Background: an optimization exercise with open tools, aiming at small area and a short achievable clock period. Do not read the settings as production practice. The RTL was checked by simulation tests, not by an equivalence proof against the original design. Power is estimated from default activity; no workload was simulated.

<file path="design.v">
module tile_map_ctrl #(
  parameter int COLS       = 20,
  parameter int ROWS       = 15,
  parameter int TW         = 4,
  parameter int TILE_SHIFT = 5,
  parameter int RESET_FILL = 1
) (
  input  logic          clk,
  input  logic          rst,
  input  logic          fill_start,
  input  logic [TW-1:0] fill_val,
  output logic          busy,
  output logic          fill_done,
  input  logic          req0_valid,
  input  logic [4:0]    req0_x,
  input  logic [3:0]    req0_y,
  input  logic [TW-1:0] req0_data,
  output logic          req0_ready,
  input  logic          req1_valid,
  input  logic [4:0]    req1_x,
  input  logic [3:0]    req1_y,
  input  logic [TW-1:0] req1_data,
  output logic          req1_ready,
  input  logic [9:0]    h_cnt,
  input  logic [9:0]    v_cnt,
  input  logic          valid,
  output logic [TW-1:0] pix_tile
);
  localparam logic [TW-1:0] RESET_VAL = TW'(RESET_FILL);
  logic          filling;       
  logic [4:0]    fill_x;        
  logic [3:0]    fill_y;        
  logic [TW-1:0] fill_val_reg;
  logic          last_grant;    
  logic          fill_done_reg;
  logic [TW-1:0] pix_tile_reg;
  logic          fill_last;
  logic          filling_next;
  logic          filling_o;     
  logic          fill_wr;
  logic          grant0, grant1;
  logic [ROWS-1:0] wr_row;
  logic [COLS-1:0] wr_col;
  logic [TW-1:0]   wr_data;
  logic [ROWS-1:0] wr_row_n;
  logic [ROWS-1:0] d0_row, d1_row, f_row;
  logic [COLS-1:0] d0_col, d1_col, f_col;
  logic [TW-1:0]   wr_cd_n [COLS];    
  logic            rd_off;
  logic [ROWS-1:0] rd_row [4];
  logic [COLS-1:0] rd_col;
  logic [TW-1:0]   rd_col_n [COLS];   
  logic [TW-1:0]   rd_val;
  logic [TW-1:0]   mem [ROWS][COLS];
  assign fill_last = (fill_x == 5'(COLS - 1)) && (fill_y == 4'(ROWS - 1));
  assign fill_wr   = filling && !rst;
  tmc_grant u_grant (
    .rst        (rst),
    .fill_start (fill_start),
    .filling    (filling),
    .last_grant (last_grant),
    .v0         (req0_valid),
    .v1         (req1_valid),
    .g0         (grant0),
    .g1         (grant1)
  );
  assign busy       = rst || filling_o;
  assign fill_done  = fill_done_reg;
  tmc_grant u_ready (
    .rst        (rst),
    .fill_start (fill_start),
    .filling    (filling_o),
    .last_grant (last_grant),
    .v0         (req0_valid),
    .v1         (req1_valid),
    .g0         (req0_ready),
    .g1         (req1_ready)
  );
  assign pix_tile   = pix_tile_reg;
  always_comb begin
    filling_next = filling;
    if (filling) begin
      if (fill_last) filling_next = 1'b0;
    end else if (fill_start) begin
      filling_next = 1'b1;
    end
  end
  tmc_flag u_filling_o (.clk(clk), .rst(rst), .d(filling_next), .q(filling_o));
  always_ff @(posedge clk) begin
    if (rst) begin
      filling       <= 1'b1;
      fill_x        <= '0;
      fill_y        <= '0;
      fill_val_reg  <= RESET_VAL;
      last_grant    <= 1'b1;
      fill_done_reg <= 1'b0;
    end else begin
      fill_done_reg <= filling && fill_last;
      if (filling) begin
        if (fill_x == 5'(COLS - 1)) begin
          fill_x <= '0;
          fill_y <= (fill_y == 4'(ROWS - 1)) ? '0 : fill_y + 1'b1;
        end else begin
          fill_x <= fill_x + 1'b1;
        end
        if (fill_last) filling <= 1'b0;
      end else if (fill_start) begin
        filling      <= 1'b1;
        fill_val_reg <= fill_val;
      end else if (grant0) begin
        last_grant <= 1'b0;
      end else if (grant1) begin
        last_grant <= 1'b1;
      end
    end
  end
  tmc_dec #(.N(ROWS), .W(4)) u_d0_row (.a(req0_y), .y(d0_row));
  tmc_dec #(.N(ROWS), .W(4)) u_d1_row (.a(req1_y), .y(d1_row));
  tmc_dec #(.N(ROWS), .W(4)) u_f_row  (.a(fill_y), .y(f_row));
  tmc_dec #(.N(COLS), .W(5)) u_d0_col (.a(req0_x), .y(d0_col));
  tmc_dec #(.N(COLS), .W(5)) u_d1_col (.a(req1_x), .y(d1_col));
  tmc_dec #(.N(COLS), .W(5)) u_f_col  (.a(fill_x), .y(f_col));
  generate
    for (genvar r = 0; r < ROWS; r++) begin : g_wrow
      tmc_sel3 u_sel (
        .a0 (d0_row[r]), .s0 (grant0),
        .a1 (d1_row[r]), .s1 (grant1),
        .a2 (f_row[r]),  .s2 (fill_wr),
        .y  (wr_row[r])
      );
      tmc_inv u_inv (.a(wr_row[r]), .y(wr_row_n[r]));
    end
    for (genvar c = 0; c < COLS; c++) begin : g_wcol
      tmc_sel3 u_sel (
        .a0 (d0_col[c]), .s0 (grant0),
        .a1 (d1_col[c]), .s1 (grant1),
        .a2 (f_col[c]),  .s2 (fill_wr),
        .y  (wr_col[c])
      );
    end
    for (genvar b = 0; b < TW; b++) begin : g_wdata
      tmc_sel3 u_sel (
        .a0 (req0_data[b]),    .s0 (grant0),
        .a1 (req1_data[b]),    .s1 (grant1),
        .a2 (fill_val_reg[b]), .s2 (fill_wr),
        .y  (wr_data[b])
      );
    end
    for (genvar c = 0; c < COLS; c++) begin : g_wcd
      for (genvar b = 0; b < TW; b++) begin : g_bit
        tmc_nand2 u_cd (.a(wr_col[c]), .b(wr_data[b]), .y(wr_cd_n[c][b]));
      end
    end
  endgenerate
  generate
    for (genvar r = 0; r < ROWS; r++) begin : g_row
      for (genvar c = 0; c < COLS; c++) begin : g_col
        logic hold;
        tmc_nand2 u_hold (.a(wr_row[r]), .b(wr_col[c]), .y(hold));
        for (genvar b = 0; b < TW; b++) begin : g_bit
          logic u;
          tmc_nand2 u_keep (.a(mem[r][c][b]), .b(hold), .y(u));
          tmc_bit u_bit (
            .clk   (clk),
            .row_n (wr_row_n[r]),
            .cd_n  (wr_cd_n[c][b]),
            .u     (u),
            .q     (mem[r][c][b])
          );
        end
      end
    end
  endgenerate
  assign rd_off = !valid || rst;
  generate
    for (genvar g = 0; g < 4; g++) begin : g_rdg
      tmc_dec #(.N(ROWS), .W(5)) u_rd_row (.a(v_cnt[9:TILE_SHIFT]), .y(rd_row[g]));
    end
  endgenerate
  tmc_dec    #(.N(COLS), .W(5)) u_rd_col (.a(h_cnt[9:TILE_SHIFT]), .y(rd_col));
  generate
    for (genvar c = 0; c < COLS; c++) begin : g_rcol
      for (genvar b = 0; b < TW; b++) begin : g_rbit
        logic [4:0] tri_n;
        logic [1:0] part;
        for (genvar t = 0; t < 5; t++) begin : g_tri
          tmc_ao222n u_tri (
            .a0 (mem[3*t][c][b]),   .s0 (rd_row[c/5][3*t]),
            .a1 (mem[3*t+1][c][b]), .s1 (rd_row[c/5][3*t+1]),
            .a2 (mem[3*t+2][c][b]), .s2 (rd_row[c/5][3*t+2]),
            .y  (tri_n[t])
          );
        end
        tmc_nand3 u_p0 (.a(tri_n[0]), .b(tri_n[1]), .c(tri_n[2]), .y(part[0]));
        tmc_nand2 u_p1 (.a(tri_n[3]), .b(tri_n[4]), .y(part[1]));
        tmc_oa21n u_col (.a(part[0]), .b(part[1]), .s(rd_col[c]), .y(rd_col_n[c][b]));
      end
    end
  endgenerate
  generate
    for (genvar b = 0; b < TW; b++) begin : g_rout
      logic [COLS-1:0] col_n;
      for (genvar c = 0; c < COLS; c++) begin : g_c
        assign col_n[c] = rd_col_n[c][b];
      end
      tmc_rdout u_or (.a(col_n), .off(rd_off), .y(rd_val[b]));
    end
  endgenerate
  always_ff @(posedge clk) begin
    pix_tile_reg <= rd_val;
  end
endmodule
module tmc_grant (
  input  logic rst,
  input  logic fill_start,
  input  logic filling,
  input  logic last_grant,
  input  logic v0,
  input  logic v1,
  output logic g0,
  output logic g1
);
  logic ok;
  assign ok = !filling && !rst && !fill_start;
  assign g0 = ok && v0 && (!v1 || last_grant);
  assign g1 = ok && v1 && (!v0 || !last_grant);
endmodule
module tmc_bit (
  input  logic clk,
  input  logic row_n,
  input  logic cd_n,
  input  logic u,
  output logic q
);
  always_ff @(posedge clk) begin
    q <= !((row_n | cd_n) & u);
  end
endmodule
module tmc_nand2 (
  input  logic a,
  input  logic b,
  output logic y
);
  assign y = !(a & b);
endmodule
module tmc_nand3 (
  input  logic a,
  input  logic b,
  input  logic c,
  output logic y
);
  assign y = !(a & b & c);
endmodule
module tmc_ao222n (
  input  logic a0,
  input  logic s0,
  input  logic a1,
  input  logic s1,
  input  logic a2,
  input  logic s2,
  output logic y
);
  assign y = !((a0 & s0) | (a1 & s1) | (a2 & s2));
endmodule
module tmc_oa21n (
  input  logic a,
  input  logic b,
  input  logic s,
  output logic y
);
  assign y = !((a | b) & s);
endmodule
module tmc_inv (
  input  logic a,
  output logic y
);
  assign y = !a;
endmodule
module tmc_dec #(
  parameter int N = 15,
  parameter int W = 4
) (
  input  logic [W-1:0] a,
  output logic [N-1:0] y
);
  always_comb begin
    for (int i = 0; i < N; i++) y[i] = (a == W'(i));
  end
endmodule
module tmc_rdout (
  input  logic [19:0] a,
  input  logic        off,
  output logic        y
);
  assign y = !off && !(&a);
endmodule
module tmc_sel3 (
  input  logic a0,
  input  logic s0,
  input  logic a1,
  input  logic s1,
  input  logic a2,
  input  logic s2,
  output logic y
);
  logic [2:0] t;
  tmc_nand2 u_t0 (.a(a0), .b(s0), .y(t[0]));
  tmc_nand2 u_t1 (.a(a1), .b(s1), .y(t[1]));
  tmc_nand2 u_t2 (.a(a2), .b(s2), .y(t[2]));
  tmc_nand3 u_y  (.a(t[0]), .b(t[1]), .c(t[2]), .y(y));
endmodule
module tmc_flag (
  input  logic clk,
  input  logic rst,
  input  logic d,
  output logic q
);
  always_ff @(posedge clk) begin
    if (rst) q <= 1'b1;
    else     q <= d;
  end
endmodule
</file>
<file path="flow/run.sh">
#!/bin/bash
# Layout flow: the standard ORFS flow (standard.sh, unchanged synthesis),
# with two resizer settings changed:
#  - port buffers are plain buf_4 cells, which the resizer can size, instead
#    of the delay cells buffer_ports picks by default;
#  - the resizer may swap a cell for one of another footprint.
# All of ORFS's output goes to standard.log in this folder.
set -o pipefail
export BUFFER_PORTS_ARGS="-buffer_cell sky130_fd_sc_hd__buf_4"
bash standard.sh MATCH_CELL_FOOTPRINT=0 finish > standard.log 2>&1
</file>
<file path="standard.sh">
#!/bin/bash
# synth_recipe.tcl (not shown) runs the flow's synth.tcl, then flattens the netlist and writes it again
# the make line also repeats each setting of config.mk as NAME=value (left out here)
make -C /OpenROAD-flow-scripts/flow DESIGN_CONFIG=/design/flow/config.mk WORK_HOME=/design/flow/orfs CLKGATE_MAP_FILE= SYNTH_SCRIPT=/design/flow/synth_recipe.tcl "${@:-finish}"
</file>
<file path="config.mk">
export PLATFORM = sky130hd
export DESIGN_NAME = tile_map_ctrl
export DESIGN_NICKNAME = tile_map_ctrl
export VERILOG_FILES = /design/flow/design.v
export SDC_FILE = /design/flow/constraint.sdc
export NUM_CORES = 4
export LEC_CHECK = 0
export CAP_MARGIN = 20
export CORE_MARGIN = 2
export CORE_UTILIZATION = 55
export CTS_BUF_LIST = sky130_fd_sc_hd__clkbuf_16
export CTS_CLUSTER_DIAMETER = 60
export CTS_CLUSTER_SIZE = 26
export SETUP_SLACK_MARGIN = 2.0
export SLEW_MARGIN = 20
export SYNTH_HIERARCHICAL = 1
</file>
<file path="constraint.sdc">
create_clock -name core_clock -period 4.6 [get_ports {clk}]
set_input_delay 0.9200 -clock core_clock [delete_from_list [all_inputs] [get_ports {clk}]]
set_output_delay 0.9200 -clock core_clock [all_outputs]
set_load 0.01 [all_outputs]
</file>
==> results.cfg <==
[clock_tree]
cts_root_buffer = clkbuf_16
cts.sinks = 1221
clk_pin_slew_worst_paths_ps = 90
ctsHoldBuffers = 0
clk_latency_ps = 690
cts_made_buffers = 82
htreeDepth = 3
tritoncts = done
cts_max_path_buffers = 3

[worst_setup_path]
cpPeakStageDelay_ps = 400
worstPathArrival_ps = 3330
cp-start-kind = input pin
r2r_setup_slack_ps = 2010
crit-reg2reg-launch = filling$_SDFF_PP1_
r2r-end = g_row[5].g_col[8].g_bit[1].u_bit.q$_DFF_P_
slowest_stage = nor3_4
cp_common_cell = nor3_4
critPathMaxFanout = 16
worstPathCellList = buf_12 -> or3b_4 -> nor3_4 -> buf_6 -> a222oi_1 -> nand3_1 -> o21ai_2 -> nand4_1 -> nor3_4 -> a21oi_1
critPathLaunch = v_cnt[7]
crit_type = in -> reg
required_ps = 5160
endpoint = pix_tile_reg[0]$_DFF_P_
r2r_cells = 8
end_kind = register

[layout]
drive_gt1_share_pct = 12.01
seq_area_um2 = 24450
final_core_util_pct = 65.82
multi_input_area_um2 = 21100
area_growth_pct = 18.39
final_common_cell = nand2_1
final_cell_mix = 1774 x nand2_1, 1265 x o21ai_1, 1215 x dfxtp_1, 400 x a222oi_1, 277 x buf_4
largest_reg_flops = 1200
nNetsFinal = 5658
fin_cells = 6731
reg.largest.list = g_row.g_col.g_bit.u_bit.q: 1200 flops, fill_x: 5 flops
fillerInstances = 7045
regMostFlops = g_row.g_col.g_bit.u_bit.q

[synth]
ys_ff_latch = 1221
synth_top_area_share_pct = 54.58
syn-num-nets = 5253
yosysWarnings = 16
yosysTopAreaCell = dfxtp_1
synth_cells = 5196
syn_area_um2 = 44780
async_flop_share_pct = 0
synth.distinct_cells = 39
avgSynthCellArea_um2 = 8.619
yosysSeqAreaShare_pct = 54.58
synth_ff_type = dfxtp_1
synth_edf_count = 0
yosys-top-cells-area = dfxtp_1 55%, nand2_1 15%, o21ai_1 14%

[timing]
worst_pin_slew_ps = 1197
maxSlewHeadroom_pct = 19.59
finalSetupTns_ps = 0
fmax_ghz = 0.3611
finalMaxSlewViolations = 0
fin_crit_ps = 2769
finClkSkew_ps = 32.23
rsz0062_at_grt = true
setup_viol = 0
period_share_pct = 60.20
hold_viol_final = 0

[global_routing]
grt_max_degree = 81
grtUsageTotal_pct = 39.89
grt_first_pass_wirelength_mm = 252.8
grt_pass1_vias = 40853
grt_overflow = 0
antenna_found_initial = 6

[floorplanning]
core_area_um2 = 80550
rows = 104
die_x_um = 289.4
die_area_um2 = 83720
ioPinCount = 64
die-height_um = 289.4
initial_core_util_pct = 55.60

[routing]
route.met3.wl_mm = 19.32
routed_wirelength_mm = 170.7
drt_iter0_drc = 6557
wl_met2_mm = 74.35
drc = 0
dr.pass1.iters = 10
routedWlPerCell_um = 25.35
wl_met1_mm = 67.56
via_per_inst = 6.463
ant_nets = 0
top_layer_used = met5
vias = 43505

[placement]
gp_congestion = 0.9338
portBuffers = 53
dpl.cell_count = 6492
dp_hpwl_mm = 105.9

[hold_path]
min_path_type = in -> reg

[status]
status = complete, no violations

[pwr]
p_per_area_nw_per_um2 = 361.0
p_leak_nw = 17.65
irDropWorstVdd_mv = 0.3711

[job]
drv_cap = 0
synth_stat cells, types with 3 or more instances:
cell and n:
nand3b_1 8, dfxtp_1 1221, nand3_1 119, or2_2 5, and4b_1 13, nor2b_1 5, buf_6 21, inv_1 19
nor4_2 3, and4bb_1 18, mux2i_1 4, o31ai_1 3, a222oi_1 400, nor4b_4 12, and3_1 5, a21oi_1 11
nand2_1 1792, or3_1 9, nor2_1 103, o21ai_0 3, or3b_1 16, nor3_1 55, nand2b_1 25, o21ai_1 1280
clkbuf_1 8, nand4_1 21
critical path, delay by kind of cell:
family                 cells  cell delay (ps)
AOI/OAI and AO/OA          3              760
buffers and inverters      2              270
and+or+nand+nor            5             1350
power by group:
group          switching (W)  internal [W]  total (W)
registers          0.0000196        0.0106     0.0106
logic               0.000324      0.000151   0.000475
clock network        0.00433       0.00373    0.00806
final cells by class:
type	count	area share [%]
Sequential cell	1221	46.12
Multi-Input combinational cell	3942	39.80
Timing Repair Buffer	334	5.860
Clock buffer	82	3.870
Tap cell	1060	2.502
Clock inverter	69	1.581
Inverter	19	0.2407
Timing Repair inverter	1	0.01416
Antenna cell	3	0.01416
per-module statistics from Yosys, one instance, submodules excluded, excerpt:
module / area [um^2] / times used / flip-flops and latches
tile_map_ctrl: 818.3 / 1 / 20
tmc_rdout: 45.04 / 4 / 0
tmc_grant: 32.53 / 2 / 0
tmc_flag: 26.28 / 1 / 1
tmc_bit: 25.02 / 1200 / 1
tmc_ao222n: 10.01 / 400 / 0
tmc_nand3: 5.005 / 119 / 0
tmc_oa21n: 5.005 / 80 / 0
tmc_inv: 3.754 / 15 / 0
tmc_nand2: 3.754 / 1777 / 0
layer usage:
metal | up-vias | track usage (%)
met3 | 495 | 8.252
met4 | 6 | 19.47
li1 | 20016 | -
met2 | 2457 | 61.45
met5 | - | 0
met1 | 20531 | 53.40
worst min path at each step:
stage                                                 startpoint                                      endpoint  slack, ps  cells after the start
floorplan             g_row[0].g_col[0].g_bit[0].u_bit.q$_DFF_P_    g_row[0].g_col[0].g_bit[0].u_bit.q$_DFF_P_        430                      2
global placement    g_row[13].g_col[15].g_bit[0].u_bit.q$_DFF_P_  g_row[13].g_col[15].g_bit[0].u_bit.q$_DFF_P_        440                      2
detailed placement   g_row[10].g_col[5].g_bit[1].u_bit.q$_DFF_P_   g_row[10].g_col[5].g_bit[1].u_bit.q$_DFF_P_        450                      2
CTS                                                  fill_val[0]                  fill_val_reg[0]$_SDFFE_PP1P_        420                      2
global route                                         fill_val[0]                  fill_val_reg[0]$_SDFFE_PP1P_        430                      2
finish                                               fill_val[0]                  fill_val_reg[0]$_SDFFE_PP1P_        430                      2
stage by stage:
stage               instance area [um^2]  hold slack [ps]  setup WS [ps]  total power (W)
global placement                   48520            442.3          604.1          0.01121
detailed placement                 48530            447.1          570.1          0.01122
CTS                                52670            421.8           1951          0.01916
finish                             53020            434.7           1831          0.01914
floorplan                          45340            434.0           1522          0.01104
global route                       53010            426.0           1884          0.01961
cell families after synthesis:
| logic type | Yosys count | synth area share [%] |
|---|---|---|
| and+or+nand+nor | 2219 | 20.99 |
| DFF | 1221 | 54.58 |
| muxes | 4 | 0.08941 |
| adders and majority gates | 1 | 0.02793 |
| AOI/OAI and AO/OA | 1701 | 23.52 |
| buffers and inverters | 48 | 0.7544 |
| xor gates and xnor gates | 2 | 0.03912 |
what timing repair did:
action,in CTS,in global routing
pin swaps,41,32
setup endpoints to repair,1205,457
cloned,18,1
resized for setup,120,40
setup buffers,51,15

what the ideal ports hide:
How much do the figures lean on ideal ports? The routed layout below was timed once more, with nothing changed but the port constraints. Step 1 sets driving cells, clkbuf_16 on the clock port and buf_2 on the other inputs (assumed; they add their load-dependent delay and slew). Step 2 also shifts input and output timing later by t, the mid clock arrival at the registers, as if the neighbouring blocks saw the same clock. a / b / c = ideal / step 1 / step 2; a / b = the first two.
t, ns: 0.746
setup slack, ns: 1.831 / 1.652 / 0.906
latest minus earliest clock arrival (ns): 0.037 / 0.037
worst slew at a driven data input, ns: 0.28
cell pins on the clock port's net: 1
After both steps setup and hold are still met in this run. The setup slack of this run moves by -0.179 ns with the drivers and by -0.925 ns with both steps.
